From an optimization exercise on the open Yosys and OpenROAD flow, aimed at small area, a short achievable clock period and few clock cycles per item; shortcuts taken in it are not production practice.
The RTL was checked by simulation tests, not by an equivalence proof against the original design.
Power figures rest on the tool's default switching activity, not on a simulated workload.

==> flow/design.v <==
package pst_pkg;
  localparam int BURST_W  = 16;
  localparam int PRIO_W   = 8;
  localparam int ID_W     = 4;
  localparam int TIME_W   = 20;
  localparam int AVG_W    = 28;
  localparam int FRAC_W   = 8;
  localparam int MAX_JOBS = 16;
  localparam int CNT_W    = 5;    
  localparam int RK_W     = 4;    
  localparam int TAG_W    = 2;    
  localparam int PTR_W    = 3;    
  localparam int SUM_W    = 24;   
endpackage
import pst_pkg::*;
module pst_cell (
  input  logic               clk,
  input  logic               rst_n,
  input  logic               ins_go,
  input  logic               alloc,
  input  logic [TAG_W-1:0]   tag_l,
  input  logic [PRIO_W-1:0]  new_prio,
  input  logic [BURST_W-1:0] new_burst,
  input  logic [ID_W-1:0]    new_id,
  input  logic               pend,
  input  logic [RK_W-1:0]    pend_rank,
  input  logic [TAG_W-1:0]   tag_s,
  input  logic [RK_W-2:0]    pr_s,     
  input  logic [TAG_W-1:0]   tag_e,
  input  logic [RK_W-1:0]    rk_e,
  input  logic               emit_go,
  output logic               valid,
  output logic               inb,
  output logic               inc,
  output logic               sel_s0,
  output logic               sel_s1,
  output logic               sel_e,
  output logic [PRIO_W-1:0]  prio,
  output logic [BURST_W-1:0] burst,
  output logic [ID_W-1:0]    id
);
  logic               v_r;
  logic [TAG_W-1:0]   tag_r;
  logic [RK_W-1:0]    rank_r;
  logic [PRIO_W-1:0]  prio_r;
  logic [BURST_W-1:0] burst_r;
  logic [ID_W-1:0]    id_r;
  assign inb   = v_r && (tag_r == tag_l);
  assign inc   = inb && (new_prio < prio_r);
  assign sel_s0 = v_r && (tag_r == tag_s) && (rank_r[RK_W-1:1] == pr_s) && !rank_r[0];
  assign sel_s1 = v_r && (tag_r == tag_s) && (rank_r[RK_W-1:1] == pr_s) && rank_r[0];
  assign sel_e = v_r && (tag_r == tag_e) && (rank_r == rk_e);
  assign valid = v_r;
  assign prio  = prio_r;
  assign burst = burst_r;
  assign id    = id_r;
  always_ff @(posedge clk) begin
    if (!rst_n) begin
      v_r <= 1'b0;
    end else if (ins_go && alloc) begin
      v_r <= 1'b1;
    end else if (emit_go && sel_e) begin
      v_r <= 1'b0;
    end
  end
  always_ff @(posedge clk) begin
    if (ins_go && alloc) begin
      tag_r   <= tag_l;
      prio_r  <= new_prio;
      burst_r <= new_burst;
      id_r    <= new_id;
    end
    if (pend) begin
      rank_r  <= pend_rank + RK_W'(ins_go && inc);
    end else if (ins_go && inc) begin
      rank_r  <= rank_r + 1'b1;
    end
  end
endmodule
import pst_pkg::*;
module pst_div #(
  parameter int K = 4
) (
  input  logic             clk,
  input  logic             start,
  input  logic             step,
  input  logic [SUM_W-1:0] sum,
  input  logic [CNT_W-1:0] den,      
  output logic [AVG_W-1:0] quotient  
);
  localparam int NSTEP = (AVG_W + K - 1) / K;
  localparam int QB    = NSTEP * K;                        
  localparam int XB    = QB - AVG_W;                       
  localparam int RB    = 4;                                
  logic [RB-1:0] rem_r, rem_n;
  logic [QB-1:0] quo_r, quo_n;
  function automatic logic ge5(input logic [4:0] a, input logic [4:0] b);
    logic g;
    g = a[0] | ~b[0];
    for (int k = 1; k < 5; k++) g = (a[k] & ~b[k]) | (~(a[k] ^ b[k]) & g);
    ge5 = g;
  endfunction
  logic [4:0] rs;
  logic [4:0] df;
  logic       ge;
  always_comb begin
    rem_n = rem_r;
    quo_n = quo_r;
    for (int j = 0; j < K; j++) begin
      rs    = {rem_n, quo_n[QB-1]};
      ge    = ge5(rs, den);
      df    = rs - den;
      rem_n = ge ? df[RB-1:0] : rs[RB-1:0];
      quo_n = {quo_n[QB-2:0], ge};
    end
  end
  always_ff @(posedge clk) begin
    if (start) begin
      rem_r <= RB'(sum >> (SUM_W - 4 + XB));
      quo_r <= {sum[SUM_W-5+XB:0], FRAC_W'(0)};
    end else if (step) begin
      rem_r <= rem_n;
      quo_r <= quo_n;
    end
  end
  assign quotient = quo_n[AVG_W-1:0];
endmodule
import pst_pkg::*;
module priority_schedule_timing (
  input  logic               clk,
  input  logic               rst_n,
  input  logic               in_valid,
  output logic               in_ready,
  input  logic [BURST_W-1:0] in_burst_time,
  input  logic [PRIO_W-1:0]  in_priority_req,
  input  logic               in_last_job,
  output logic               out_valid,
  input  logic               out_ready,
  output logic [ID_W-1:0]    out_job_id,
  output logic [PRIO_W-1:0]  out_job_priority,
  output logic [BURST_W-1:0] out_job_burst,
  output logic [TIME_W-1:0]  out_wait_time,
  output logic [TIME_W-1:0]  out_turnaround_time,
  output logic               out_last_row,
  output logic [AVG_W-1:0]   out_avg_wait_q8,
  output logic [AVG_W-1:0]   out_avg_turnaround_q8,
  output logic               out_jobs_dropped
);
  localparam int P     = MAX_JOBS;
  localparam int DIV_K = 3;                  
  localparam int DIV_N = (AVG_W + DIV_K - 1) / DIV_K;          
  localparam int DCW   = $clog2(DIV_N);
  localparam int NB    = 1 << TAG_W;      
  logic [PTR_W-1:0] pl_r, ps_r, pe_r;        
  logic [PTR_W-1:0] plv_r;                   
  logic [CNT_W-1:0] cnt_r;                   
  logic             ovf_r;                   
  logic [NB*CNT_W-1:0] meta_n_r;             
  logic [NB-1:0]       meta_o_r;             
  logic [P-1:0]         v, inb, inc, sel_s0, sel_s1, sel_e, alloc;
  logic [P*PRIO_W-1:0]  prio_f;
  logic [P*BURST_W-1:0] burst_f;
  logic [P*ID_W-1:0]    id_f;
  logic             in_acc, ins_go, emit_go;
  logic [P-1:0]     pend_r;                  
  logic [P-1:0]     bmask_r;                 
  logic [RK_W-1:0]  pend_rank;
  logic [RK_W-2:0]  ks_r;                    
  logic [RK_W-1:0]  ke_r;                    
  logic seen;
  always_comb begin
    seen = 1'b0;
    for (int i = 0; i < P; i++) begin
      alloc[i] = !v[i] && !seen;
      seen     = seen || !v[i];
    end
  end
  assign in_ready = ((pl_r - pe_r) != PTR_W'(NB)) && (!(&v) || cnt_r[CNT_W-1]);
  assign in_acc   = in_valid && in_ready;
  assign ins_go   = in_acc && !cnt_r[CNT_W-1];
  always_ff @(posedge clk) begin
    if (!rst_n) begin
      pend_r <= '0;
    end else begin
      pend_r <= ins_go ? alloc : '0;
    end
  end
  always_ff @(posedge clk) begin
    bmask_r <= inb & ~inc;
  end
  logic [1:0] pc2 [8];
  logic [2:0] pc4 [4];
  logic [3:0] pc8 [2];
  logic [4:0] pc16;
  always_comb begin
    for (int i = 0; i < 8; i++) pc2[i] = {1'b0, bmask_r[2*i]} + {1'b0, bmask_r[2*i+1]};
    for (int i = 0; i < 4; i++) pc4[i] = {1'b0, pc2[2*i]} + {1'b0, pc2[2*i+1]};
    for (int i = 0; i < 2; i++) pc8[i] = {1'b0, pc4[2*i]} + {1'b0, pc4[2*i+1]};
    pc16 = {1'b0, pc8[0]} + {1'b0, pc8[1]};
  end
  assign pend_rank = pc16[RK_W-1:0];
  for (genvar i = 0; i < P; i++) begin : g_cell
    pst_cell u_cell (
      .clk      (clk),
      .rst_n    (rst_n),
      .ins_go   (ins_go),
      .alloc    (alloc[i]),
      .tag_l    (pl_r[TAG_W-1:0]),
      .new_prio (in_priority_req),
      .new_burst(in_burst_time),
      .new_id   (cnt_r[ID_W-1:0]),
      .pend     (pend_r[i]),
      .pend_rank(pend_rank),
      .tag_s    (ps_r[TAG_W-1:0]),
      .pr_s     (ks_r),
      .tag_e    (pe_r[TAG_W-1:0]),
      .rk_e     (ke_r),
      .emit_go  (emit_go),
      .valid    (v[i]),
      .inb      (inb[i]),
      .inc      (inc[i]),
      .sel_s0   (sel_s0[i]),
      .sel_s1   (sel_s1[i]),
      .sel_e    (sel_e[i]),
      .prio     (prio_f[i*PRIO_W +: PRIO_W]),
      .burst    (burst_f[i*BURST_W +: BURST_W]),
      .id       (id_f[i*ID_W +: ID_W])
    );
  end
  logic [CNT_W-1:0] cnt_inc;
  logic             ovf_inc;
  assign cnt_inc = cnt_r + CNT_W'(!cnt_r[CNT_W-1]);
  assign ovf_inc = ovf_r || cnt_r[CNT_W-1];
  always_ff @(posedge clk) begin
    if (!rst_n) begin
      pl_r  <= '0;
      plv_r <= '0;
      cnt_r <= '0;
      ovf_r <= 1'b0;
    end else begin
      plv_r <= pl_r;
      if (in_acc) begin
        if (in_last_job) begin
          pl_r  <= pl_r + 1'b1;
          cnt_r <= '0;
          ovf_r <= 1'b0;
        end else begin
          cnt_r <= cnt_inc;
          ovf_r <= ovf_inc;
        end
      end
    end
  end
  always_ff @(posedge clk) begin
    if (in_acc && in_last_job) begin
      meta_n_r[pl_r[TAG_W-1:0]*CNT_W +: CNT_W] <= cnt_inc;
      meta_o_r[pl_r[TAG_W-1:0]]                <= ovf_inc;
    end
  end
  logic [CNT_W-1:0]   ns;
  logic               sa_go, sa_last, sa_two, sb_hold;
  logic [BURST_W-1:0] sa_b0, sa_b1;
  logic [BURST_W-1:0] b0_r;
  logic [BURST_W:0]   s01_r;                   
  logic [BURST_W+1:0] c01_r;                   
  logic               bv_r, bfirst_r, blast_r, btwo_r;
  logic [CNT_W-1:0]   bn_r, dn_r;
  logic [TIME_W-1:0]  pw_r, pw_b, pw_n;
  logic [SUM_W-1:0]   w_r, w_b, w_n;
  logic [SUM_W-1:0]   t_r, t_b, t_n;
  logic [SUM_W-1:0]   pw_t;
  logic               sdone_r;
  logic               div_start, div_idle;
  assign ns      = meta_n_r[ps_r[TAG_W-1:0]*CNT_W +: CNT_W];
  assign sa_two  = ({ks_r, 1'b1} < ns);             
  assign sa_last = ({ks_r, 1'b0} + 2'd2 >= ns);     
  assign sb_hold = bv_r && sdone_r && !div_idle;
  assign sa_go   = (ps_r != plv_r) && !sb_hold;
  always_comb begin
    sa_b0 = '0;
    sa_b1 = '0;
    for (int i = 0; i < P; i++) begin
      sa_b0 = sa_b0 | (burst_f[i*BURST_W +: BURST_W] & {BURST_W{sel_s0[i]}});
      sa_b1 = sa_b1 | (burst_f[i*BURST_W +: BURST_W] & {BURST_W{sel_s1[i]}});
    end
  end
  always_ff @(posedge clk) begin
    if (!rst_n) begin
      ps_r <= '0;
      ks_r <= '0;
      bv_r <= 1'b0;
    end else if (!sb_hold) begin
      bv_r <= sa_go;
      if (sa_go) begin
        if (sa_last) begin
          ks_r <= '0;
          ps_r <= ps_r + 1'b1;
        end else begin
          ks_r <= ks_r + 1'b1;
        end
      end
    end
  end
  always_ff @(posedge clk) begin
    if (sa_go) begin
      b0_r     <= sa_b0;
      s01_r    <= {1'b0, sa_b0} + {1'b0, sa_b1};
      c01_r    <= sa_two ? {sa_b0, 1'b0} + {2'b0, sa_b1} : {2'b0, sa_b0};
      btwo_r   <= sa_two;
      bfirst_r <= (ks_r == '0);
      blast_r  <= sa_last;
      bn_r     <= ns;
    end
  end
  assign pw_b = bfirst_r ? '0 : pw_r;
  assign w_b  = bfirst_r ? '0 : w_r;
  assign t_b  = bfirst_r ? '0 : t_r;
  assign pw_t = btwo_r ? {pw_b, 1'b0} : SUM_W'(pw_b);
  assign w_n  = w_b + pw_t + (btwo_r ? SUM_W'(b0_r) : '0);
  assign t_n  = t_b + pw_t + SUM_W'(c01_r);
  assign pw_n = pw_b + TIME_W'(s01_r);
  always_ff @(posedge clk) begin
    if (!rst_n) begin
      sdone_r <= 1'b0;
    end else if (bv_r && blast_r && !sb_hold) begin
      sdone_r <= 1'b1;
    end else if (div_start) begin
      sdone_r <= 1'b0;
    end
  end
  always_ff @(posedge clk) begin
    if (bv_r && !sb_hold) begin
      pw_r <= pw_n;
      w_r  <= w_n;
      t_r  <= t_n;
      if (blast_r) dn_r <= bn_r;
    end
  end
  localparam int NU = 2;
  logic [NU-1:0]      dbusy_r, dstep, dstart, dlast;
  logic [NU*DCW-1:0]  dcnt_r;
  logic [NU*CNT_W-1:0] dden_r;
  logic [NU*AVG_W-1:0] qw, qt;
  logic               su_r;              
  logic               fu_r;              
  logic               hv_r, hs_r;        
  logic [AVG_W-1:0]   hw_r, ht_r;
  logic               h_show, h_take, h_fill;
  logic               h_free;
  assign h_free    = (!hv_r && !hs_r) || h_take;
  assign div_idle  = !dbusy_r[su_r];
  assign div_start = sdone_r && div_idle;
  for (genvar u = 0; u < NU; u++) begin : g_du
    logic [DCW-1:0] cnt;
    assign cnt      = dcnt_r[u*DCW +: DCW];
    assign dstart[u] = div_start && (su_r == u);
    assign dlast[u]  = dbusy_r[u] && (cnt == '0) && (fu_r == u) && h_free;
    assign dstep[u]  = dbusy_r[u] && ((cnt != '0) || dlast[u]);
    always_ff @(posedge clk) begin
      if (!rst_n) begin
        dbusy_r[u] <= 1'b0;
        dcnt_r[u*DCW +: DCW] <= '0;
      end else if (dstart[u]) begin
        dbusy_r[u] <= 1'b1;
        dcnt_r[u*DCW +: DCW] <= DCW'(DIV_N - 1);
      end else if (dstep[u]) begin
        dcnt_r[u*DCW +: DCW] <= cnt - 1'b1;
        if (cnt == '0) dbusy_r[u] <= 1'b0;
      end
    end
    always_ff @(posedge clk) begin
      if (dstart[u]) dden_r[u*CNT_W +: CNT_W] <= dn_r;
    end
    pst_div #(.K(DIV_K)) u_wdiv (
      .clk(clk), .start(dstart[u]), .step(dstep[u]),
      .sum(w_r), .den(dden_r[u*CNT_W +: CNT_W]), .quotient(qw[u*AVG_W +: AVG_W])
    );
    pst_div #(.K(DIV_K)) u_tdiv (
      .clk(clk), .start(dstart[u]), .step(dstep[u]),
      .sum(t_r), .den(dden_r[u*CNT_W +: CNT_W]), .quotient(qt[u*AVG_W +: AVG_W])
    );
  end
  assign h_fill = |dlast;
  always_ff @(posedge clk) begin
    if (!rst_n) begin
      su_r <= 1'b0;
      fu_r <= 1'b0;
      hv_r <= 1'b0;
      hs_r <= 1'b0;
    end else begin
      if (div_start) su_r <= !su_r;
      if (h_fill)    fu_r <= !fu_r;
      if (h_fill) begin
        hv_r <= 1'b1;
      end else if (h_show) begin
        hv_r <= 1'b0;
      end
      if (h_show) begin
        hs_r <= 1'b1;
      end else if (h_take) begin
        hs_r <= 1'b0;
      end
    end
  end
  always_ff @(posedge clk) begin
    if (h_fill) begin
      hw_r <= qw[fu_r*AVG_W +: AVG_W];
      ht_r <= qt[fu_r*AVG_W +: AVG_W];
    end
  end
  logic [CNT_W-1:0]   ne;
  logic               e_last, e_ok;
  logic [PRIO_W-1:0]  e_prio;
  logic [BURST_W-1:0] e_burst;
  logic [ID_W-1:0]    e_id;
  logic               out_v_r;
  logic [ID_W-1:0]    o_id_r;
  logic [PRIO_W-1:0]  o_prio_r;
  logic [BURST_W-1:0] o_burst_r;
  logic [TIME_W-1:0]  o_wait_r;
  logic               o_last_r, o_drop_r;
  logic [TIME_W-1:0]  o_turn_r;
  assign ne      = meta_n_r[pe_r[TAG_W-1:0]*CNT_W +: CNT_W];
  assign e_last  = ({1'b0, ke_r} == ne - 1'b1);
  assign e_ok    = (pe_r != pl_r) && ((ps_r != pe_r) || ({ks_r, 1'b0} > ke_r)) &&
                   (!e_last || hv_r);
  assign emit_go = e_ok && (!out_v_r || out_ready);
  assign h_show  = emit_go && e_last;
  assign h_take  = hs_r && out_v_r && out_ready;
  always_comb begin
    e_prio  = '0;
    e_burst = '0;
    e_id    = '0;
    for (int i = 0; i < P; i++) begin
      e_prio  = e_prio  | (prio_f[i*PRIO_W +: PRIO_W]    & {PRIO_W{sel_e[i]}});
      e_burst = e_burst | (burst_f[i*BURST_W +: BURST_W] & {BURST_W{sel_e[i]}});
      e_id    = e_id    | (id_f[i*ID_W +: ID_W]          & {ID_W{sel_e[i]}});
    end
  end
  logic [TIME_W-1:0]  e_wait;
  assign e_wait = (ke_r == '0) ? '0 : o_turn_r;
  always_ff @(posedge clk) begin
    if (!rst_n) begin
      out_v_r <= 1'b0;
      pe_r    <= '0;
      ke_r    <= '0;
    end else begin
      if (emit_go) begin
        out_v_r <= 1'b1;
      end else if (out_ready) begin
        out_v_r <= 1'b0;
      end
      if (emit_go) begin
        if (e_last) begin
          ke_r <= '0;
          pe_r <= pe_r + 1'b1;
        end else begin
          ke_r <= ke_r + 1'b1;
        end
      end
    end
  end
  always_ff @(posedge clk) begin
    if (emit_go) begin
      o_id_r    <= e_id;
      o_prio_r  <= e_prio;
      o_burst_r <= e_burst;
      o_wait_r  <= e_wait;
      o_turn_r  <= e_wait + TIME_W'(e_burst);
      o_last_r  <= e_last;
      o_drop_r  <= meta_o_r[pe_r[TAG_W-1:0]];
    end
  end
  assign out_valid             = out_v_r;
  assign out_job_id            = o_id_r;
  assign out_job_priority      = o_prio_r;
  assign out_job_burst         = o_burst_r;
  assign out_wait_time         = o_wait_r;
  assign out_turnaround_time   = o_turn_r;
  assign out_last_row          = o_last_r;
  assign out_avg_wait_q8       = o_last_r ? hw_r : '0;
  assign out_avg_turnaround_q8 = o_last_r ? ht_r : '0;
  assign out_jobs_dropped      = o_drop_r;
endmodule
==> flow/run.sh <==
#!/bin/bash
# synth_recipe.tcl (not shown) runs the flow's synth.tcl, then flattens the netlist and writes it again
# the make line also repeats each setting of config.mk as NAME=value (left out here)
make -C /OpenROAD-flow-scripts/flow DESIGN_CONFIG=/design/flow/config.mk WORK_HOME=/design/flow/orfs CLKGATE_MAP_FILE= SYNTH_SCRIPT=/design/flow/synth_recipe.tcl finish
==> flow/config.mk <==
export PLATFORM = sky130hd
export DESIGN_NAME = priority_schedule_timing
export DESIGN_NICKNAME = priority_schedule_timing
export VERILOG_FILES = /design/flow/design.v
export SDC_FILE = /design/flow/constraint.sdc
export NUM_CORES = 4
export LEC_CHECK = 0
export CAP_MARGIN = 20
export CORE_MARGIN = 2
export CORE_UTILIZATION = 40
export SLEW_MARGIN = 20
==> flow/constraint.sdc <==
create_clock -name core_clock -period 6.0 [get_ports {clk}]
set_input_delay 1.2000 -clock core_clock [delete_from_list [all_inputs] [get_ports {clk}]]
set_output_delay 1.2000 -clock core_clock [all_outputs]
set_load 0.01 [all_outputs]
==> key figures, run 1 <==
Worst setup path
  • Worst Setup SP: ke_r[2]
  • Worst path slowest cell: dfxtp_1
  • CP endpoint kind: flip-flop
  • CP cell instances: buf_4 > xnor2_1 > nand4_1 > nor4_2 > a22o_1 > a221oi_1 > nand4_1 > ha_1 > fa_1 > a21o_1 > a21oi_1 > o21bai_1 > a21oi_1 > o21bai_1 > a21oi_1 > o21bai_1 > a21boi_0 > nor3_1 > o31ai_1 > a21oi_1 > xor2_1
  • Critical Path RT: 6.48 ns
  • Max FO, Critical Path: 9
  • Cell with the most instances on the worst path: a21oi_1
  • Worst setup path class: reg -> reg
  • CP peak stage delay: 0.58 ns
  • Worst R2R Setup Slack: 0.53 ns
  • CP delay by family, top: compound AO/OA/AOI/OAI gates
  • CP bufs+invs: 1
  • R2r startpoint: ke_r[2]
  • Crit path DAT: 5.94 ns
  • Setup crit start kind: flip-flop

Clock network
  • Clock Tree Root: clkbuf_16
  • CTS max path bufs: 3
  • Worst skew pair latency: 0.77 ns
  • Clock transition at path regs: 0.06 ns
  • Count of hold buffers inserted by post-cts repair: 0
  • CTS tree: built
  • CTS Buf Count: 114
  • CTS H-tree depth: 3
  • Sink Count: 1062

Logic synthesis
  • Sequential share of the synthesized area: 53.06%
  • Adder-Cell Fraction of Synth Area: 10.12%
  • Mapped Area: 0.05765 mm²
  • Synth Area per Inst: 11.88 µm²
  • Area share of and/or/nand/nor cells after synthesis: 10.21%
  • Post-Syn Instances: 4854
  • Post-synth EDFFs: 932
  • Mux share of post-synthesis cell area: 2.322%
  • XOR/XNOR Fraction of Synth Area: 6.305%
  • Complex-gate fraction of the synthesized area: 14.02%
  • Syn. warnings: 6
  • Synthesized Nets: 5309
  • Register bit count reported by yosys: 1062
  • Post-synth ARST share: 0%
  • Synth Flop Type: edfxtp_1
  • Synth unique cells: 75
  • Largest family of logic cells by synthesized area: compound AO/OA/AOI/OAI gates

Route
  • DR pass1 iterations: 12
  • Routed Antenna Nets: 0
  • Starting DRT DRC Count: 4811
  • Via-to-Cell Ratio: 5.919
  • DR vias: 42100
  • Routed len/inst: 26.49 µm
  • Drt drc: 0
  • Final wirelength: 188.4 mm

STA
  • Fin crit share: 91.11%
  • Worst-margin pin slew: 1.145 ns
  • Clk_skew: 0.05358 ns
  • Worst hold margin: 0.4113 ns
  • Slew HR: 23.51%
  • Minimum clock period: 5.466 ns
  • Count of final setup violators: 0
  • Final Hold Fails: 0
  • Final Max Tran Viols: 0
  • RSZ-0062 raised after global routing: no
  • Fmax: 182.9 MHz
  • Final setup TNS: 0 ns

Finish
  • Layout cells sized above 1: 10.91%
  • P&R area growth vs syn: 15.55%
  • Fillers: 12890
  • Nets: 5561

Flow run
  • Max cap viols: 0

GRT
  • Grt total ovfl: 0
  • Total track usage: 25.26%
  • Largest net degree at the start of global routing: 69
  • Vias in the first global route: 41390
  • Initial antenna violation count: 9
  • First-pass GRT wire length: 276.6 mm

Floorplan
  • IO Count: 157
  • Standard-cell rows: 139
  • Core area: 0.1433 mm²
  • Chip width: 383.6 µm
  • Die Y-Extent: 383.6 µm
  • Initial Util: 40.23%
  • DIE AREA: 0.1472 mm²

Power and ir drop
  • Max IR drop VDD: 0.2605 mV
  • Static Leak: 25.20 nW
  • Pwr dens: 261.7 mW/mm²

Status
  • Outcome: finished clean

Worst hold path
  • Worst hold path class: reg -> reg
  • Hold path start: bn_r[4]

Place
  • Post-DP HPWL: 127.4 mm
  • I/O Buffers: 156
  • Final Wtd Congestion: 0.9598
## where the power goes
part           switching [mW]  internal [mW]  leakage (nW)  total, mW
combinational           0.931          0.658          13.8       1.59
clock                    3.10           4.35          1.92       7.45
sequential              0.140           8.25          9.44       8.39
total                    4.17           13.3          25.2       17.4
## synthesized netlist by cell type (all sizes together), types with 12 or more instances
library cell / n / area [µm²]
edfxtp: 932 / 27990
ha: 364 / 4554
inv: 361 / 1355
a22o: 272 / 2382
xnor2: 260 / 2277
a21oi: 252 / 1261
nand2: 224 / 840.8
clkbuf: 192 / 720.7
nor2: 187 / 701.9
a221oi: 186 / 1629
o21ai: 161 / 805.8
xor2: 155 / 1358
dfxtp: 130 / 2603
nor2b: 121 / 757.0
nand2b: 116 / 725.7
nand3: 91 / 460.4
nand4: 91 / 569.3
and2: 83 / 519.3
a22oi: 74 / 555.5
mux2: 72 / 810.8
fa: 62 / 1241
nor3: 62 / 310.3
and3: 55 / 344.1
a21o: 45 / 337.8
buf: 33 / 201.4
mux2i: 28 / 280.3
nor4: 28 / 175.2
a211oi: 21 / 157.7
o22ai: 21 / 131.4
or2: 19 / 118.9
o21a: 17 / 127.6
a222oi: 16 / 160.2
o21bai: 13 / 97.59
or3: 12 / 75.07
## flip-flops by register name, summed over array words and instances (netlist names), 24 cells and up
name / cells
g_cell.u_cell.rank_r: 64
ht_r: 28
g_cell.u_cell.id_r: 64
g_cell.u_cell.burst_r: 256
t_r: 24
w_r: 24
g_cell.u_cell.tag_r: 32
g_cell.u_cell.prio_r: 128
g_du.u_wdiv.quo_r: 60
g_du.u_tdiv.quo_r: 60
hw_r: 28
## final cells by class
type / count / area (µm²) / area share [%]
multi-input combinational: 3205 / 25150 / 37.75
antenna: 3 / 7.507 / 0.01127
tap: 1903 / 2381 / 3.574
sequential: 1062 / 30590 / 45.92
clock buffer: 138 / 3045 / 4.571
inverter: 362 / 1359 / 2.040
timing repair buffer: 361 / 3188 / 4.786
clock inverter: 79 / 893.4 / 1.341
## cells by family after synthesis
logic type | after synthesis
AO/OA/AOI/OAI | 1128
XOR/XNOR | 415
adder cells (fa/ha/maj) | 430
buffers and inverters | 587
flip-flops | 1062
multiplexers | 111
AND/OR/NAND/NOR | 1121
## worst reg2reg max path, delay by kind of cell, from the launching register on
kind | cells | cell delay, ns
compound gates | 12 | 2.50
fa+ha+maj | 2 | 0.83
simple gates | 4 | 0.74
flops | 1 | 0.58
buf+inv | 1 | 0.32
xor+xnor | 2 | 0.25
## timing repair
action / CTS / global route
setup buffers: 0 / 0
resized for setup: 0 / 2
endpoints found under the setup margin: 0 / 6
hold endpoints to repair: 0 / 0
## metal layers
layer  up-vias  GRT usage (%)  part of all wire, %
li1      18670              -                    -
met1     20530          32.42                   39
met2      2243          39.98                   45
met3       652          6.431                  9.8
met4        12          11.77                  5.6
met5         -              0                0.041
## per-stage QoR
| step | setup slack (ns) | power, mW | cells | utilization [%] | area [µm²] |
|---|---|---|---|---|---|
| after global routing | 0.01895 | 18.03 | 7112 | 46.48 | 66620 |
| after CTS | 0.4190 | 17.53 | 7110 | 46.48 | 66600 |
| after detailed placement | 0.4333 | 10.12 | 6893 | 43.73 | 62670 |
| after global placement | 0.5655 | 10.08 | 6893 | 43.73 | 62670 |
| final | 0.5337 | 17.43 | 7113 | 46.49 | 66620 |
| after floorplan | 0.2623 | 9.584 | 4854 | - | 57650 |
## layout by cell type, fill, tap and decap left out, types with 19 or more instances in the layout
cell type          n
edfxtp_1         932
ha_1             364
inv_1            358
a22o_1           272
xnor2_1          260
a21oi_1          249
nand2_1          219
buf_4            198
a221oi_1         186
nor2_1           180
o21ai_0          161
clkdlybuf4s50_1  156
xor2_1           153
dfxtp_1          126
nor2b_1          121
nand2b_1         116
clkbuf_16        116
nand4_1           91
nand3_1           90
and2_1            82
a22oi_1           74
mux2_2            72
fa_1              62
and3_1            54
a21o_1            45
nor3_1            41
mux2i_1           28
clkinv_2          24
nor3_2            21
o22ai_1           21
a211oi_1          21
or2_2             19
## worst paths after layout
| kind | to | depth (start not counted) |
|---|---|---|
| setup / recovery | o_turn_r[18] | 21 |
| hold / removal | dn_r[4] | 0 |
| setup reg to reg | o_turn_r[18] | 21 |
| hold reg to reg | dn_r[4] | 0 |
Testbench counts, summed over its fixed seeds: cycles 3,502, jobs 2,636.
==> run 2: changes to the inputs <==
--- a/flow/design.v
+++ b/flow/design.v
@@ -264,17 +264,16 @@
   logic [BURST_W:0]   s01_r;                   
   logic [BURST_W+1:0] c01_r;                   
   logic               bv_r, bfirst_r, blast_r, btwo_r;
-  logic [CNT_W-1:0]   bn_r, dn_r;
+  logic [CNT_W-1:0]   bn_r;
   logic [TIME_W-1:0]  pw_r, pw_b, pw_n;
   logic [SUM_W-1:0]   w_r, w_b, w_n;
   logic [SUM_W-1:0]   t_r, t_b, t_n;
   logic [SUM_W-1:0]   pw_t;
-  logic               sdone_r;
   logic               div_start, div_idle;
   assign ns      = meta_n_r[ps_r[TAG_W-1:0]*CNT_W +: CNT_W];
   assign sa_two  = ({ks_r, 1'b1} < ns);             
   assign sa_last = ({ks_r, 1'b0} + 2'd2 >= ns);     
-  assign sb_hold = bv_r && sdone_r && !div_idle;
+  assign sb_hold = bv_r && blast_r && !div_idle;
   assign sa_go   = (ps_r != plv_r) && !sb_hold;
   always_comb begin
     sa_b0 = '0;
@@ -320,20 +319,10 @@
   assign t_n  = t_b + pw_t + SUM_W'(c01_r);
   assign pw_n = pw_b + TIME_W'(s01_r);
   always_ff @(posedge clk) begin
-    if (!rst_n) begin
-      sdone_r <= 1'b0;
-    end else if (bv_r && blast_r && !sb_hold) begin
-      sdone_r <= 1'b1;
-    end else if (div_start) begin
-      sdone_r <= 1'b0;
-    end
-  end
-  always_ff @(posedge clk) begin
     if (bv_r && !sb_hold) begin
       pw_r <= pw_n;
       w_r  <= w_n;
       t_r  <= t_n;
-      if (blast_r) dn_r <= bn_r;
     end
   end
   localparam int NU = 2;
@@ -349,7 +338,7 @@
   logic               h_free;
   assign h_free    = (!hv_r && !hs_r) || h_take;
   assign div_idle  = !dbusy_r[su_r];
-  assign div_start = sdone_r && div_idle;
+  assign div_start = bv_r && blast_r && div_idle;
   for (genvar u = 0; u < NU; u++) begin : g_du
     logic [DCW-1:0] cnt;
     assign cnt      = dcnt_r[u*DCW +: DCW];
@@ -369,15 +358,15 @@
       end
     end
     always_ff @(posedge clk) begin
-      if (dstart[u]) dden_r[u*CNT_W +: CNT_W] <= dn_r;
+      if (dstart[u]) dden_r[u*CNT_W +: CNT_W] <= bn_r;
     end
     pst_div #(.K(DIV_K)) u_wdiv (
       .clk(clk), .start(dstart[u]), .step(dstep[u]),
-      .sum(w_r), .den(dden_r[u*CNT_W +: CNT_W]), .quotient(qw[u*AVG_W +: AVG_W])
+      .sum(w_n), .den(dden_r[u*CNT_W +: CNT_W]), .quotient(qw[u*AVG_W +: AVG_W])
     );
     pst_div #(.K(DIV_K)) u_tdiv (
       .clk(clk), .start(dstart[u]), .step(dstep[u]),
-      .sum(t_r), .den(dden_r[u*CNT_W +: CNT_W]), .quotient(qt[u*AVG_W +: AVG_W])
+      .sum(t_n), .den(dden_r[u*CNT_W +: CNT_W]), .quotient(qt[u*AVG_W +: AVG_W])
     );
   end
   assign h_fill = |dlast;
@@ -390,16 +379,8 @@
     end else begin
       if (div_start) su_r <= !su_r;
       if (h_fill)    fu_r <= !fu_r;
-      if (h_fill) begin
-        hv_r <= 1'b1;
-      end else if (h_show) begin
-        hv_r <= 1'b0;
-      end
-      if (h_show) begin
-        hs_r <= 1'b1;
-      end else if (h_take) begin
-        hs_r <= 1'b0;
-      end
+      hv_r <= (hv_r || h_fill) && !h_show;
+      hs_r <= h_show || (hs_r && !h_take);
     end
   end
   always_ff @(posedge clk) begin
@@ -423,7 +404,7 @@
   assign ne      = meta_n_r[pe_r[TAG_W-1:0]*CNT_W +: CNT_W];
   assign e_last  = ({1'b0, ke_r} == ne - 1'b1);
   assign e_ok    = (pe_r != pl_r) && ((ps_r != pe_r) || ({ks_r, 1'b0} > ke_r)) &&
-                   (!e_last || hv_r);
+                   (!e_last || hv_r || h_fill);
   assign emit_go = e_ok && (!out_v_r || out_ready);
   assign h_show  = emit_go && e_last;
   assign h_take  = hs_r && out_v_r && out_ready;
==> run 2 against run 1 <==
  * Wire length down 0.79%
  * Global-route usage down 0.38 points
  * Clock power about the same
  * Count of clock-buffer cells in the layout is 2 higher
  * Sequential power barely moved
  * Via count increased by 0.44%
  * Largest cell class unchanged
  * Largest power group unchanged
  * Highest routed layer unchanged
==> key figures, run 2 <==
Status
  • Outcome: finished clean

Worst setup path
  • Setup crit start kind: flip-flop
  • R2R cell count: 18 (-14%)
  • Critical Path RT: 4.80 ns (-1.68 ns)
  • CP cell instances: nand4_1 > nor4_1 > nand4b_1 > a21boi_0 > clkdlybuf4s50_1
  • CP peak stage delay: 1.16 ns (+0.58 ns)
  • Worst path slowest cell: nor4_1
  • Crit path DAT: 4.26 ns (-1.68 ns)
  • Worst R2R Setup Slack: 0.64 ns (+0.11 ns)
  • CP endpoint kind: primary output
  • R2r startpoint: ps_r[0]
  • Max FO, Critical Path: 9 (unchanged)
  • Worst setup path class: reg -> out
  • Crit Reg-Reg Endpoint: c01_r[16]
  • CP bufs+invs: 1 (unchanged)
  • CP delay by family, top: simple AND/OR/NAND/NOR gates

Logic synthesis
  • Synth Flop Type: edfxtp_1
  • Mapped Area: 0.05782 mm² (+0.28%)
  • Synth area leaders: edfxtp_1, ha_1, dfxtp_1, xnor2_1, a22o_1
  • Post-synth EDFFs: 927 (-0.54%)
  • Count leader, synth: edfxtp_1
  • Top cell type's share of synthesized area: 48.15% (-0.40 points)
  • Post-Syn Instances: 4920 (+1.4%)
  • Sequential share of the synthesized area: 52.61% (-0.44 points)
  • Synthesized Nets: 5377 (+1.3%)
  • Register bit count reported by yosys: 1056 (-0.56%)
  • Syn. warnings: 6 (unchanged)
  • Top cells by count, synth: edfxtp_1, inv_1, ha_1
  • Cell accounting for the most synthesized area: edfxtp_1
  • Synth Area per Inst: 11.75 µm² (-1.1%)
  • Post-synth ARST share: 0% (unchanged)
  • Synth unique cells: 67 (-11%)

Worst hold path
  • Worst hold path class: reg -> reg
  • Hold path start: bn_r[4]
  • Hold path cells: 0 (unchanged)
  • Hold Path Sink: dden_r[9]

Route
  • Metal3 WL: 16.33 mm (-11%)
  • DR vias: 42280 (+0.44%)
  • Via-to-Cell Ratio: 5.916 (about the same)
  • Routed len/inst: 26.16 µm (-1.3%)
  • Starting DRT DRC Count: 4600 (-4.4%)
  • Final wirelength: 187.0 mm (-0.79%)
  • Routed Antenna Nets: 0 (unchanged)
  • Max Used Layer: met5
  • Met1 Wirelength: 76.83 mm (+3.7%)
  • WL met2: 85.30 mm (about the same)
  • Drt drc: 0 (unchanged)
  • DR pass1 iterations: 7 (-5)

GRT
  • Total track usage: 24.88% (-0.38 points)
  • First-pass GRT wire length: 274.0 mm (-0.95%)
  • Initial antenna violation count: 6 (-3)
  • Grt total ovfl: 0 (unchanged)
  • Vias in the first global route: 41260 (-0.30%)
  • Largest net degree at the start of global routing: 71 (+2.9%)

STA
  • Clk_skew: 0.03906 ns (-0.01452 ns)
  • Final setup TNS: 0 ns (unchanged)
  • Fmax: 183.0 MHz (about the same)
  • Fin crit share: 91.05% (about the same)
  • RSZ-0062 raised after global routing: no
  • Slew HR: 18.04% (-5.5 points)
  • Final worst slack: 0.5368 ns (+0.003137 ns)
  • Final Hold Fails: 0 (unchanged)
  • Count of final setup violators: 0 (unchanged)
  • Final Max Tran Viols: 0 (unchanged)
  • Worst hold margin: 0.4480 ns (+0.03665 ns)
  • Worst-margin pin slew: 1.218 ns (+0.07351 ns)
  • Minimum clock period: 5.463 ns (-0.003137 ns)

Finish
  • P&R area growth vs syn: 15.24%
  • Top Registers: g_cell.u_cell.burst_r: 256 flops, g_cell.u_cell.prio_r: 128 flops
  • Commonest non-fill, non-tap cell in the layout: edfxtp_1
  • Max reg flops: 256 (unchanged)
  • Commonest cells after routing, fill and taps aside: edfxtp_1, inv_1, ha_1, xnor2_1, nand2_1
  • Fillers: 13000 (+0.88%)
  • Layout cells sized above 1: 10.40% (-0.51 points)
  • Final Cell Area: 0.06663 mm² (about the same)
  • Largest Register: g_cell.u_cell.burst_r
  • Nets: 5599 (+0.68%)

Place
  • Placed Instance Area: 0.06266 mm² (about the same)
  • Post-DP HPWL: 126.3 mm (-0.94%)
  • Final Wtd Congestion: 0.9621 (+0.24%)
  • Dpl ws: 0.5457 ns (+0.1124 ns)
  • I/O Buffers: 156 (unchanged)

Clock network
  • CTS tree: built
  • Post-CTS setup buffers: 0 (unchanged)
  • Clock Tree Root: clkbuf_16
  • Worst skew pair latency: 0.77 ns (about the same)
  • Cts repair resizes: 0 (unchanged)
  • Sink Count: 1056 (-0.56%)
  • CTS H-tree depth: 3 (unchanged)
  • Clock transition at path regs: 0.06 ns (about the same)
  • CTS Buf Count: 114 (unchanged)
  • CTS max path bufs: 3 (unchanged)
  • Count of hold buffers inserted by post-cts repair: 0 (unchanged)

Power and ir drop
  • Seq pwr share: 47.3% (-0.8 points)
  • Sw frac: 24.79% (+0.87 points)
  • Static Leak: 24.93 nW (-1.1%)
  • Power share of the clock group: 42.2% (-0.5 points)
  • Max IR drop VDD: 0.2623 mV (+0.69%)
  • Internal: 13.33 mW (+0.49%)
  • Comb power frac: 10.5% (+1.4 points)
  • Psw: 4.393 mW (+5.3%)
  • Pwr dens: 265.9 mW/mm² (+1.6%)

Floorplan
  • Initial Util: 40.29% (+0.065 points)
  • DIE AREA: 0.1476 mm² (+0.28%)
  • Die Y-Extent: 384.2 µm (+0.14%)
  • Core area: 0.1435 mm² (+0.12%)
  • Standard-cell rows: 139 (unchanged)
  • Chip width: 384.2 µm (+0.14%)
  • IO Count: 157 (unchanged)

Flow run
  • Max cap viols: 0 (unchanged)
[run 2: worst max-delay path by stage]
stage / start / end / slack [ns] / depth (start not counted)
global route: dden_r[2] / g_du[0].u_tdiv.rem_r[0] / 0.29 / 20
finish: g_cell[0].u_cell.v_r / in_ready / 0.54 / 5
CTS: dden_r[5] / g_du[1].u_tdiv.rem_r[0] / 0.49 / 19
detailed placement: dden_r[5] / g_du[1].u_tdiv.rem_r[0] / 0.55 / 19
floorplan: pe_r[1] / g_cell[11].u_cell.burst_r[0] / 0.25 / 12
global placement: dden_r[5] / g_du[1].u_tdiv.rem_r[0] / 0.67 / 19
[run 2: layout make-up]
cell class / instances / area, µm² / area share (%)
repair buffers: 317 / 2895 / 4.346
flip-flops and latches: 1056 / 30420 / 45.66
well taps: 1903 / 2381 / 3.574
clock inverters: 76 / 924.6 / 1.388
clock buffers: 140 / 3030 / 4.548
inverters: 382 / 1436 / 2.156
multi-input cells: 3271 / 25530 / 38.32
diodes: 2 / 5.005 / 0.007512
[run 2: metal layers]
metal / track usage (%) / vias to the layer above
met3: 5.637 / 574
met1: 32.85 / 20790
met4: 9.702 / 6
met2: 39.66 / 2015
li1: - / 18900
met5: 0 / -
[run 2: through the flow]
stage / utilization [%] / instances / power (mW)
floorplan: - / 4920 / 9.735
detailed placement: 43.67 / 6929 / 10.39
CTS: 46.43 / 7145 / 17.82
global placement: 43.66 / 6929 / 10.36
finish: 46.44 / 7147 / 17.72
global route: 46.43 / 7146 / 18.31
[run 2: power by group through the flow]
stage | Combinational [mW] | Sequential (mW) | Clock [mW]
floorplan | 1.26 | 8.47 | 0
global placement | 1.83 | 8.53 | 0
detailed placement | 1.85 | 8.53 | 0
CTS | 1.86 | 8.38 | 7.58
global route | 2.07 | 8.40 | 7.84
finish | 1.86 | 8.38 | 7.48
[run 2: cells by family after synthesis]
group / after synthesis / share of synthesized area [%]
compound gates: 1197 / 14.72
xor+xnor: 416 / 6.302
fa+ha+maj: 428 / 10.07
buf+inv: 593 / 3.960
flops: 1056 / 52.61
mux: 121 / 2.500
simple gates: 1109 / 9.832
Testbench counts of run 2, summed over its fixed seeds: cycles 3,282, jobs 2,636.
==> run 3: changes to the inputs <==
--- a/flow/design.v
+++ b/flow/design.v
@@ -47,8 +47,10 @@
   logic [ID_W-1:0]    id_r;
   assign inb   = v_r && (tag_r == tag_l);
   assign inc   = inb && (new_prio < prio_r);
-  assign sel_s0 = v_r && (tag_r == tag_s) && (rank_r[RK_W-1:1] == pr_s) && !rank_r[0];
-  assign sel_s1 = v_r && (tag_r == tag_s) && (rank_r[RK_W-1:1] == pr_s) && rank_r[0];
+  logic [RK_W-1:0] rank_s;
+  assign rank_s = pend ? pend_rank : rank_r;
+  assign sel_s0 = v_r && (tag_r == tag_s) && (rank_s[RK_W-1:1] == pr_s) && !rank_s[0];
+  assign sel_s1 = v_r && (tag_r == tag_s) && (rank_s[RK_W-1:1] == pr_s) && rank_s[0];
   assign sel_e = v_r && (tag_r == tag_e) && (rank_r == rk_e);
   assign valid = v_r;
   assign prio  = prio_r;
@@ -152,7 +154,6 @@
   localparam int DCW   = $clog2(DIV_N);
   localparam int NB    = 1 << TAG_W;      
   logic [PTR_W-1:0] pl_r, ps_r, pe_r;        
-  logic [PTR_W-1:0] plv_r;                   
   logic [CNT_W-1:0] cnt_r;                   
   logic             ovf_r;                   
   logic [NB*CNT_W-1:0] meta_n_r;             
@@ -163,7 +164,7 @@
   logic [P*ID_W-1:0]    id_f;
   logic             in_acc, ins_go, emit_go;
   logic [P-1:0]     pend_r;                  
-  logic [P-1:0]     bmask_r;                 
+  logic [11:0]      bcnt_r;                  
   logic [RK_W-1:0]  pend_rank;
   logic [RK_W-2:0]  ks_r;                    
   logic [RK_W-1:0]  ke_r;                    
@@ -185,17 +186,21 @@
       pend_r <= ins_go ? alloc : '0;
     end
   end
+  logic [P-1:0] bmask;
+  logic [1:0]   pc2 [8];
+  logic [11:0]  pc4;
+  logic [3:0]   pc8 [2];
+  logic [4:0]   pc16;
+  assign bmask = inb & ~inc;
+  always_comb begin
+    for (int i = 0; i < 8; i++) pc2[i] = {1'b0, bmask[2*i]} + {1'b0, bmask[2*i+1]};
+    for (int i = 0; i < 4; i++) pc4[3*i +: 3] = {1'b0, pc2[2*i]} + {1'b0, pc2[2*i+1]};
+  end
   always_ff @(posedge clk) begin
-    bmask_r <= inb & ~inc;
+    bcnt_r <= pc4;
   end
-  logic [1:0] pc2 [8];
-  logic [2:0] pc4 [4];
-  logic [3:0] pc8 [2];
-  logic [4:0] pc16;
   always_comb begin
-    for (int i = 0; i < 8; i++) pc2[i] = {1'b0, bmask_r[2*i]} + {1'b0, bmask_r[2*i+1]};
-    for (int i = 0; i < 4; i++) pc4[i] = {1'b0, pc2[2*i]} + {1'b0, pc2[2*i+1]};
-    for (int i = 0; i < 2; i++) pc8[i] = {1'b0, pc4[2*i]} + {1'b0, pc4[2*i+1]};
+    for (int i = 0; i < 2; i++) pc8[i] = {1'b0, bcnt_r[6*i +: 3]} + {1'b0, bcnt_r[6*i+3 +: 3]};
     pc16 = {1'b0, pc8[0]} + {1'b0, pc8[1]};
   end
   assign pend_rank = pc16[RK_W-1:0];
@@ -234,11 +239,9 @@
   always_ff @(posedge clk) begin
     if (!rst_n) begin
       pl_r  <= '0;
-      plv_r <= '0;
       cnt_r <= '0;
       ovf_r <= 1'b0;
     end else begin
-      plv_r <= pl_r;
       if (in_acc) begin
         if (in_last_job) begin
           pl_r  <= pl_r + 1'b1;
@@ -260,9 +263,7 @@
   logic [CNT_W-1:0]   ns;
   logic               sa_go, sa_last, sa_two, sb_hold;
   logic [BURST_W-1:0] sa_b0, sa_b1;
-  logic [BURST_W-1:0] b0_r;
-  logic [BURST_W:0]   s01_r;                   
-  logic [BURST_W+1:0] c01_r;                   
+  logic [BURST_W-1:0] b0_r, b1_r;
   logic               bv_r, bfirst_r, blast_r, btwo_r;
   logic [CNT_W-1:0]   bn_r;
   logic [TIME_W-1:0]  pw_r, pw_b, pw_n;
@@ -274,7 +275,7 @@
   assign sa_two  = ({ks_r, 1'b1} < ns);             
   assign sa_last = ({ks_r, 1'b0} + 2'd2 >= ns);     
   assign sb_hold = bv_r && blast_r && !div_idle;
-  assign sa_go   = (ps_r != plv_r) && !sb_hold;
+  assign sa_go   = (ps_r != pl_r) && !sb_hold;
   always_comb begin
     sa_b0 = '0;
     sa_b1 = '0;
@@ -303,8 +304,7 @@
   always_ff @(posedge clk) begin
     if (sa_go) begin
       b0_r     <= sa_b0;
-      s01_r    <= {1'b0, sa_b0} + {1'b0, sa_b1};
-      c01_r    <= sa_two ? {sa_b0, 1'b0} + {2'b0, sa_b1} : {2'b0, sa_b0};
+      b1_r     <= sa_b1;
       btwo_r   <= sa_two;
       bfirst_r <= (ks_r == '0);
       blast_r  <= sa_last;
@@ -316,8 +316,8 @@
   assign t_b  = bfirst_r ? '0 : t_r;
   assign pw_t = btwo_r ? {pw_b, 1'b0} : SUM_W'(pw_b);
   assign w_n  = w_b + pw_t + (btwo_r ? SUM_W'(b0_r) : '0);
-  assign t_n  = t_b + pw_t + SUM_W'(c01_r);
-  assign pw_n = pw_b + TIME_W'(s01_r);
+  assign t_n  = t_b + pw_t + (btwo_r ? {b0_r, 1'b0} : SUM_W'(b0_r)) + (btwo_r ? SUM_W'(b1_r) : '0);
+  assign pw_n = pw_b + TIME_W'(b0_r) + TIME_W'(b1_r);
   always_ff @(posedge clk) begin
     if (bv_r && !sb_hold) begin
       pw_r <= pw_n;
==> run 3 against run 2 <==
  * Synthesized cell count is 2.0% lower
  * Largest power group unchanged
  * Highest routed layer unchanged
  * Still clean
  * Total power up 9.8%
  * Final area down 0.83%
==> key figures, run 3 <==
Worst setup path
  • R2r startpoint: dden_r[0]
  • Critical Path RT: 6.47 ns (+1.67 ns)
  • Crit Reg-Reg Endpoint: g_du[0].u_tdiv.rem_r[1]
  • Worst setup path class: reg -> reg
  • Setup crit start kind: flip-flop
  • Crit path DAT: 5.98 ns (+1.72 ns)
  • Worst path slowest cell: a21oi_1
  • Cell with the most instances on the worst path: o21ai_0
  • CP cell instances: ha_1 > fa_1 > nor2b_1 > o21ai_0 > nand2b_1 > a21oi_1 > mux2i_1 > ha_1 > nor2b_1 > o21ai_0 > nand2b_1 > a21oi_1 > o21ai_0 > fa_1 > a21o_1 > a21o_1 > a21oi_1 > buf_4 > o211ai_1 > o211ai_1 > o21ai_0
  • Max FO, Critical Path: 9 (unchanged)
  • R2R cell count: 21 (+3)
  • CP endpoint kind: flip-flop
  • CP peak stage delay: 0.68 ns (-0.48 ns)
  • Worst R2R Setup Slack: 0.49 ns (-0.15 ns)

Logic synthesis
  • Synth area leaders: edfxtp_1, ha_1, a22o_1, xnor2_1, dfxtp_1
  • Synthesized Nets: 5290 (-1.6%)
  • Synth unique cells: 76 (+13%)
  • Count leader, synth: edfxtp_1
  • Register bit count reported by yosys: 1030 (-2.5%)
  • Syn. warnings: 5 (-1)
  • Mapped Area: 0.05745 mm² (-0.64%)
  • Post-synth ARST share: 0% (unchanged)
  • Synth Area per Inst: 11.91 µm² (+1.4%)
  • Cell accounting for the most synthesized area: edfxtp_1
  • Top cells by count, synth: edfxtp_1, inv_1, ha_1
  • Synth Flop Type: edfxtp_1
  • Post-Syn Instances: 4823 (-2.0%)
  • Sequential share of the synthesized area: 51.71% (-0.90 points)
  • Post-synth EDFFs: 908 (-2.0%)
  • Top cell type's share of synthesized area: 47.46% (-0.68 points)

Power and ir drop
  • Max IR drop VDD: 0.2559 mV (-2.4%)
  • Static Leak: 24.66 nW (-1.1%)
  • Pwr dens: 294.4 mW/mm² (+11%)

STA
  • Fin crit share: 91.86% (+0.81 points)
  • Slew HR: 30.87% (+13 points)
  • Clk_skew: 0.06147 ns (+0.02241 ns)
  • Worst-margin pin slew: 1.026 ns (-0.1921 ns)
  • Final Max Tran Viols: 0 (unchanged)
  • Minimum clock period: 5.512 ns (+0.04847 ns)
  • Count of final setup violators: 0 (unchanged)
  • Fmax: 181.4 MHz (-0.88%)
  • RSZ-0062 raised after global routing: no
  • Final Hold Fails: 0 (unchanged)
  • Final setup TNS: 0 ns (unchanged)

Finish
  • Commonest cells after routing, fill and taps aside: edfxtp_1, inv_1, ha_1, a22o_1, xnor2_1
  • P&R area growth vs syn: 15.02%
  • Top Registers: g_cell.u_cell.burst_r: 256 flops, g_cell.u_cell.prio_r: 128 flops
  • Commonest non-fill, non-tap cell in the layout: edfxtp_1
  • Fillers: 12830 (-1.4%)
  • Largest Register: g_cell.u_cell.burst_r
  • Max reg flops: 256 (unchanged)
  • Final Cell Area: 0.06607 mm² (-0.83%)
  • Layout cells sized above 1: 9.633% (-0.76 points)
  • Nets: 5472 (-2.3%)

Clock network
  • CTS max path bufs: 3 (unchanged)
  • Count of hold buffers inserted by post-cts repair: 0 (unchanged)
  • Cts repair resizes: 0 (unchanged)
  • Worst skew pair latency: 0.77 ns (about the same)
  • CTS H-tree depth: 3 (unchanged)
  • Clock Tree Root: clkbuf_16
  • CTS tree: built
  • Post-CTS setup buffers: 0 (unchanged)
  • CTS Buf Count: 113 (-0.88%)
  • Clock transition at path regs: 0.06 ns (about the same)
  • Sink Count: 1030 (-2.5%)

Worst hold path
  • Hold path start: g_du[1].u_tdiv.quo_r[1]
  • Hold path cells: 2 (+2)
  • Hold Path Sink: g_du[1].u_tdiv.quo_r[4]
  • Worst hold path class: reg -> reg

Route
  • Via-to-Cell Ratio: 5.956 (+0.67%)
  • Routed len/inst: 26.37 µm (+0.82%)
  • DR pass1 iterations: 9 (+2)
  • DR vias: 41730 (-1.3%)
  • Starting DRT DRC Count: 5284 (+15%)
  • Drt drc: 0 (unchanged)
  • Routed Antenna Nets: 0 (unchanged)
  • Final wirelength: 184.8 mm (-1.2%)

Floorplan
  • Standard-cell rows: 139 (unchanged)
  • DIE AREA: 0.1467 mm² (-0.63%)
  • Core area: 0.1431 mm² (-0.24%)
  • Die Y-Extent: 383.0 µm (-0.31%)
  • Chip width: 383.0 µm (-0.31%)
  • Initial Util: 40.14% (-0.16 points)
  • IO Count: 157 (unchanged)

GRT
  • Met1 GRT Util: 32.96% (+0.10 points)
  • Met3 global-route usage: 5.426% (-0.21 points)
  • First-pass GRT wire length: 271.9 mm (-0.76%)
  • Largest net degree at the start of global routing: 69 (-2.8%)
  • GR peak layer: met2
  • Vias in the first global route: 40540 (-1.7%)
  • Grt total ovfl: 0 (unchanged)
  • Initial antenna violation count: 14 (+8)
  • Total track usage: 24.82% (-0.055 points)
  • M2 GR Usage: 39.64% (about the same)

Place
  • I/O Buffers: 156 (unchanged)
  • Final Wtd Congestion: 0.9099 (-5.4%)
  • Placed Instance Area: 0.06212 mm² (-0.87%)
  • Post-DP HPWL: 118.6 mm (-6.1%)

Flow run
  • Max cap viols: 0 (unchanged)

Status
  • Outcome: finished clean
[run 3: changes by cell type in the layout (fill, tap and decap cells not counted), moves of 25 or more]
cell	before	now
a21o_1	72	108
a21oi_1	239	198
a221oi_1	185	243
a22o_1	244	308
a22oi_1	114	2
fa_1	62	88
mux2i_1	33	66
nor2_1	181	146
nor3_2	39	7
xor2_1	129	104
[run 3: cells by family (layout without fill, tap and decap cells)]
logic type	count (synthesis)	after routing	share of synthesized area, %
simple gates	1000	1000	9.004
buf+inv	613	887	4.136
mux	167	167	3.345
xor+xnor	387	387	5.926
other cells	0	6	0
flops	1030	1030	51.71
fa+ha+maj	438	438	10.70
compound gates	1188	1188	15.17
[run 3: how the worst max path moves through the flow]
stage / cells after the start / from / endpoint
after detailed placement: 21 / dden_r[0] / g_du[0].u_tdiv.rem_r[1]
after global routing: 21 / dden_r[2] / g_du[0].u_tdiv.rem_r[1]
after CTS: 21 / dden_r[0] / g_du[0].u_tdiv.rem_r[1]
after global placement: 21 / dden_r[2] / g_du[0].u_tdiv.rem_r[0]
after floorplan: 12 / pe_r[1] / g_cell[5].u_cell.v_r
final: 21 / dden_r[0] / g_du[0].u_tdiv.rem_r[1]
[run 3: critical path: cells and delay by family, from the launching register on]
family,cells,cell delay [ns]
simple gates,4,0.33
mux,1,0.34
compound gates,11,2.65
buf+inv,1,0.19
fa+ha+maj,4,1.23
flops,1,0.50
[run 3: final cells by class]
| cell class | instances | area, µm² | area share [%] |
|---|---|---|---|
| diodes | 6 | 15.01 | 0.02272 |
| clock buffers | 140 | 3022 | 4.573 |
| clock inverters | 67 | 919.6 | 1.392 |
| inverters | 367 | 1378 | 2.085 |
| multi-input cells | 3180 | 25610 | 38.75 |
| flip-flops and latches | 1030 | 29710 | 44.97 |
| well taps | 1903 | 2381 | 3.604 |
| repair buffers | 313 | 3040 | 4.602 |
[run 3: where the power goes]
part           internal, mW  leakage, nW  total (mW)  switching [mW]
registers              8.26         9.17        8.47           0.213
logic                  1.40         13.6        3.56            2.16
clock network          4.36         1.90        7.42            3.06
[run 3: routing by layer]
layer | wire length (µm) | share of wire (%) | up-vias
met5 | 118 | 0.064 | -
met4 | 8643 | 4.7 | 18
met3 | 17140 | 9.3 | 579
met2 | 83990 | 45 | 2106
met1 | 74880 | 41 | 20540
li1 | - | - | 18480
[run 3: through the flow]
| stage | power [mW] | setup slack [ns] | std cells | util (%) | hold WS, ns |
|---|---|---|---|---|---|
| floorplan | 10.98 | 0.3553 | 4823 | - | 0.4215 |
| global placement | 12.11 | 0.6532 | 6793 | 43.40 | 0.4309 |
| detailed placement | 12.16 | 0.4966 | 6793 | 43.40 | 0.4480 |
| CTS | 19.56 | 0.5143 | 7000 | 46.15 | 0.4570 |
| global route | 20.27 | 0.07571 | 7001 | 46.15 | 0.4765 |
| finish | 19.45 | 0.4883 | 7006 | 46.16 | 0.4621 |
Testbench counts of run 3, summed over its fixed seeds: cycles 3,170, jobs 2,636.
==> run 4: changes to the inputs <==
--- a/flow/design.v
+++ b/flow/design.v
@@ -176,8 +176,12 @@
       seen     = seen || !v[i];
     end
   end
-  assign in_ready = ((pl_r - pe_r) != PTR_W'(NB)) && (!(&v) || cnt_r[CNT_W-1]);
-  assign in_acc   = in_valid && in_ready;
+  logic             in_ready_r;
+  logic [CNT_W-1:0] occ_r, occ_n;            
+  logic [PTR_W-1:0] pl_n, pe_n;
+  logic [CNT_W-1:0] cnt_n;
+  assign in_ready = in_ready_r;
+  assign in_acc   = in_valid && in_ready_r;
   assign ins_go   = in_acc && !cnt_r[CNT_W-1];
   always_ff @(posedge clk) begin
     if (!rst_n) begin
@@ -236,21 +240,23 @@
   logic             ovf_inc;
   assign cnt_inc = cnt_r + CNT_W'(!cnt_r[CNT_W-1]);
   assign ovf_inc = ovf_r || cnt_r[CNT_W-1];
+  assign pl_n  = pl_r + PTR_W'(in_acc && in_last_job);
+  assign cnt_n = !in_acc ? cnt_r : in_last_job ? '0 : cnt_inc;
+  assign occ_n = occ_r + CNT_W'(ins_go) - CNT_W'(emit_go);
   always_ff @(posedge clk) begin
     if (!rst_n) begin
-      pl_r  <= '0;
-      cnt_r <= '0;
-      ovf_r <= 1'b0;
+      pl_r       <= '0;
+      cnt_r      <= '0;
+      ovf_r      <= 1'b0;
+      occ_r      <= '0;
+      in_ready_r <= 1'b0;
     end else begin
+      pl_r       <= pl_n;
+      cnt_r      <= cnt_n;
+      occ_r      <= occ_n;
+      in_ready_r <= ((pl_n - pe_n) != PTR_W'(NB)) && ((occ_n != CNT_W'(P)) || cnt_n[CNT_W-1]);
       if (in_acc) begin
-        if (in_last_job) begin
-          pl_r  <= pl_r + 1'b1;
-          cnt_r <= '0;
-          ovf_r <= 1'b0;
-        end else begin
-          cnt_r <= cnt_inc;
-          ovf_r <= ovf_inc;
-        end
+        ovf_r <= in_last_job ? 1'b0 : ovf_inc;
       end
     end
   end
@@ -407,6 +413,7 @@
                    (!e_last || hv_r || h_fill);
   assign emit_go = e_ok && (!out_v_r || out_ready);
   assign h_show  = emit_go && e_last;
+  assign pe_n    = pe_r + PTR_W'(emit_go && e_last);
   assign h_take  = hs_r && out_v_r && out_ready;
   always_comb begin
     e_prio  = '0;
==> run 4 against run 3 <==
  * Total power is 0.26% lower
  * Final cell count is 0.34% higher
  * Flip-flop and latch count increased by 6
  * Maximum frequency increased by 1.0%
==> key figures, run 4 <==
Finish
  • Top Registers: g_cell.u_cell.burst_r: 256 flops, g_cell.u_cell.prio_r: 128 flops
  • Final Cell Area: 0.06698 mm² (+1.4%)
  • Commonest non-fill, non-tap cell in the layout: edfxtp_1
  • Commonest cells after routing, fill and taps aside: edfxtp_1, ha_1, inv_1, a22o_1, xnor2_1
  • Util after Layout: 46.02% (-0.15 points)
  • P&R area growth vs syn: 14.20%
  • Nets: 5493 (+0.38%)
  • Max reg flops: 256 (unchanged)
  • Layout cells sized above 1: 11.00% (+1.4 points)
  • Largest Register: g_cell.u_cell.burst_r

Logic synthesis
  • Synthesized Nets: 5288 (-0.038%)
  • Sequential share of the synthesized area: 50.85% (-0.86 points)
  • Synth unique cells: 87 (+14%)
  • Register bit count reported by yosys: 1036 (+0.58%)
  • Post-synth ARST share: 0% (unchanged)
  • Top cells by count, synth: edfxtp_1, ha_1, inv_1
  • Cell accounting for the most synthesized area: edfxtp_1
  • Syn. warnings: 5 (unchanged)
  • Synth Area per Inst: 12.19 µm² (+2.3%)
  • Count leader, synth: edfxtp_1
  • Mapped Area: 0.05866 mm² (+2.1%)
  • Post-synth EDFFs: 908 (unchanged)
  • Synth area leaders: edfxtp_1, ha_1, a22o_1, dfxtp_1, xnor2_1
  • Post-Syn Instances: 4813 (-0.21%)
  • Top cell type's share of synthesized area: 46.49% (-0.98 points)
  • Synth Flop Type: edfxtp_1

Clock network
  • Count of hold buffers inserted by post-cts repair: 0 (unchanged)
  • Worst skew pair latency: 0.77 ns (about the same)
  • Clock transition at path regs: 0.06 ns (about the same)
  • Clock Tree Root: clkbuf_16
  • CTS max path bufs: 3 (unchanged)
  • Sink Count: 1036 (+0.58%)
  • CTS Buf Count: 109 (-3.5%)
  • CTS tree: built
  • CTS H-tree depth: 3 (unchanged)
  • Cts repair resizes: 0 (unchanged)
  • Post-CTS setup buffers: 0 (unchanged)

Route
  • DR vias: 42700 (+2.3%)
  • Drt drc: 0 (unchanged)
  • Via-to-Cell Ratio: 6.074 (+2.0%)
  • Routed Antenna Nets: 0 (unchanged)
  • Final wirelength: 190.3 mm (+3.0%)
  • DR pass1 iterations: 6 (-3)
  • Routed len/inst: 27.07 µm (+2.6%)
  • Starting DRT DRC Count: 4937 (-6.6%)

Worst setup path
  • Critical Path RT: 6.50 ns (+0.03 ns)
  • Worst setup path class: reg -> reg
  • Cell with the most instances on the worst path: buf_4
  • Setup crit start kind: flip-flop
  • Worst path slowest cell: nor4_2
  • CP peak stage delay: 0.91 ns (+0.23 ns)
  • Worst R2R Setup Slack: 0.54 ns (+0.05 ns)
  • R2R cell count: 16 (-24%)
  • CP endpoint kind: flip-flop
  • CP cell instances: buf_4 > xor2_1 > nor4_2 > buf_4 > a22o_1 > a221oi_1 > nand4_1 > ha_1 > o211ai_1 > a21boi_0 > nand3_1 > a2111oi_0 > buf_4 > o31ai_1 > a21oi_1 > xnor2_1
  • R2r startpoint: ke_r[2]
  • Crit Reg-Reg Endpoint: o_turn_r[18]
  • Max FO, Critical Path: 10 (+1)
  • Crit path DAT: 5.96 ns (-0.02 ns)

GRT
  • Grt total ovfl: 0 (unchanged)
  • First-pass GRT wire length: 278.9 mm (+2.6%)
  • Total track usage: 24.86% (+0.033 points)
  • Vias in the first global route: 41070 (+1.3%)
  • Largest net degree at the start of global routing: 62 (-10%)
  • Initial antenna violation count: 10 (-4)

Power and ir drop
  • Internal: 13.73 mW (-2.1%)
  • Power share of the clock group: 35.6% (-2.5 points)
  • Psw: 5.674 mW (+4.4%)
  • Comb power frac: 20.1% (+1.8 points)
  • Max IR drop VDD: 0.2186 mV (-15%)
  • Sw frac: 29.25% (+1.3 points)
  • Seq pwr share: 44.3% (+0.7 points)
  • Static Leak: 24.73 nW (+0.29%)
  • Pwr dens: 289.6 mW/mm² (-1.6%)
  • Design Power: 19.40 mW (-0.26%)

STA
  • RSZ-0062 raised after global routing: no
  • Worst hold margin: 0.4533 ns (-0.008712 ns)
  • Fin crit share: 90.95% (-0.91 points)
  • Final Hold Fails: 0 (unchanged)
  • Slew HR: 22.84% (-8.0 points)
  • Final Max Tran Viols: 0 (unchanged)
  • Count of final setup violators: 0 (unchanged)
  • Worst-margin pin slew: 1.153 ns (+0.1264 ns)
  • Final setup TNS: 0 ns (unchanged)
  • Fmax: 183.3 MHz (+1.0%)
  • Minimum clock period: 5.457 ns (-0.05466 ns)
  • Clk_skew: 0.05451 ns (-0.006963 ns)

Place
  • Placed Instance Area: 0.06337 mm² (+2.0%)
  • Post-DP HPWL: 127.0 mm (+7.1%)
  • Final Wtd Congestion: 0.9061 (-0.42%)
  • I/O Buffers: 156 (unchanged)

Floorplan
  • Chip width: 386.9 µm (+1.0%)
  • Die Y-Extent: 386.9 µm (+1.0%)
  • IO Count: 157 (unchanged)
  • DIE AREA: 0.1497 mm² (+2.1%)
  • Initial Util: 40.29% (+0.16 points)
  • Standard-cell rows: 140 (+0.72%)
  • Core area: 0.1456 mm² (+1.7%)

Worst hold path
  • Hold path start: g_du[1].u_tdiv.quo_r[2]
  • Hold path cells: 2 (unchanged)
  • Hold Path Sink: g_du[1].u_tdiv.quo_r[5]
  • Worst hold path class: reg -> reg

Flow run
  • Max cap viols: 0 (unchanged)

Status
  • Outcome: finished clean
## run 4: cell types whose count changed after synthesis, sizes merged, moves of 19 or more
cell | previous run | this run
nand2b | 62 | 34
clkbuf | 165 | 136
buf | 81 | 100
o21a | 21 | 45
nor4 | 26 | 47
nand2 | 236 | 215
a21o | 110 | 78
o21ai | 182 | 161
inv | 363 | 328
## run 4: power by group through the flow
stage,clock [mW],combinational (mW),sequential [mW]
2_1_floorplan,0,2.73,8.62
3_3_place_gp,0,3.81,8.74
3_5_place_dp,0,3.86,8.75
4_1_cts,7.00,3.89,8.60
5_1_grt,7.27,4.33,8.62
6_report,6.91,3.89,8.60
## run 4: worst max-delay path by stage
stage	startpoint	to	slack [ns]	cells past startpoint
final	ke_r[2]	o_turn_r[18]	0.54	16
after global routing	ke_r[2]	o_turn_r[18]	0.28	16
after CTS	dden_r[2]	g_du[0].u_tdiv.rem_r[0]	0.70	23
after detailed placement	dden_r[2]	g_du[0].u_tdiv.rem_r[0]	0.75	23
after global placement	ke_r[2]	o_turn_r[18]	0.77	16
after floorplan	in_valid	g_cell[2].u_cell.v_r	0.86	5
## run 4: logic make-up (layout without fill, tap and decap cells)
group           Yosys count  after routing  synth area share (%)
simple gates           1005           1005                 9.795
xor+xnor                384            384                 5.875
flops                  1036           1036                 50.85
other cells               0              4                     0
compound gates         1208           1208                 15.32
mux                     170            170                 3.537
fa+ha+maj               446            446                 10.69
buf+inv                 564            860                 3.929
## run 4: stage by stage
| stage | instances | setup WS [ns] |
|---|---|---|
| 2_1_floorplan | 4813 | 0.8585 |
| 3_3_place_gp | 6823 | 0.7731 |
| 3_5_place_dp | 6823 | 0.7452 |
| 4_1_cts | 7025 | 0.6973 |
| 5_1_grt | 7026 | 0.2751 |
| 6_report | 7030 | 0.5430 |
## run 4: worst max-delay path: cells and delay by family, from the launching register on
family,cells,cell delay [ns]
compound gates,7,1.63
buf+inv,3,0.91
fa+ha+maj,1,0.25
xor+xnor,2,0.18
flops,1,0.83
simple gates,3,1.39
## run 4: routing by layer
layer | track usage, % | share of wire (%) | wire length (µm)
met3 | 5.789 | 9.8 | 18610
met4 | 9.198 | 4.5 | 8471
met5 | 0 | 0.062 | 118
met1 | 33.78 | 41 | 78560
met2 | 38.66 | 44 | 84540
## run 4: area by class of cell
type,instances,area [µm²]
inverter,328,1231
clock buffer,136,2870
timing repair buffer,330,3117
antenna,4,10.01
sequential,1036,29830
fill,13110,78580
tap,1917,2399
clock inverter,66,721.9
multi-input combinational,3213,26800
Testbench counts of run 4, summed over its fixed seeds: cycles 3,170, jobs 2,636.

[what the ideal ports hide]
In the flow no input, the clock included, has a driving cell. The finished layouts below were timed again as built, in two steps.
Step 1 (the two cells are an assumption about what drives the block):
set clk [get_ports {clk}]
set_driving_cell -lib_cell sky130_fd_sc_hd__clkbuf_16 $clk
set_driving_cell -lib_cell sky130_fd_sc_hd__buf_2 [delete_from_list [all_inputs] $clk]
Step 2, shift: input delay + t, output delay - t, t = (earliest + latest rising clock arrival at the registers) / 2. This alone moves slack from input paths to output paths.
a / b / c = ideal ports / drivers / drivers and shift; a / b = the first two.
run	t (ns)	setup slack, ns	hold WS [ns]	clock arrival spread, ns	pins driven straight from the clock port
run 1	0.822	0.534 / 0.534 / 0.534	0.411 / 0.411 / 0.411	0.054 / 0.053	1
run 2	0.828	0.537 / 0.459 / 0.640	0.448 / 0.448 / 0.448	0.046 / 0.046	1
run 3	0.818	0.488 / 0.488 / 0.488	0.462 / 0.462 / 0.462	0.066 / 0.066	1
run 4	0.825	0.543 / 0.543 / 0.543	0.453 / 0.453 / 0.453	0.062 / 0.061	1
After both steps every run listed still meets setup and hold.
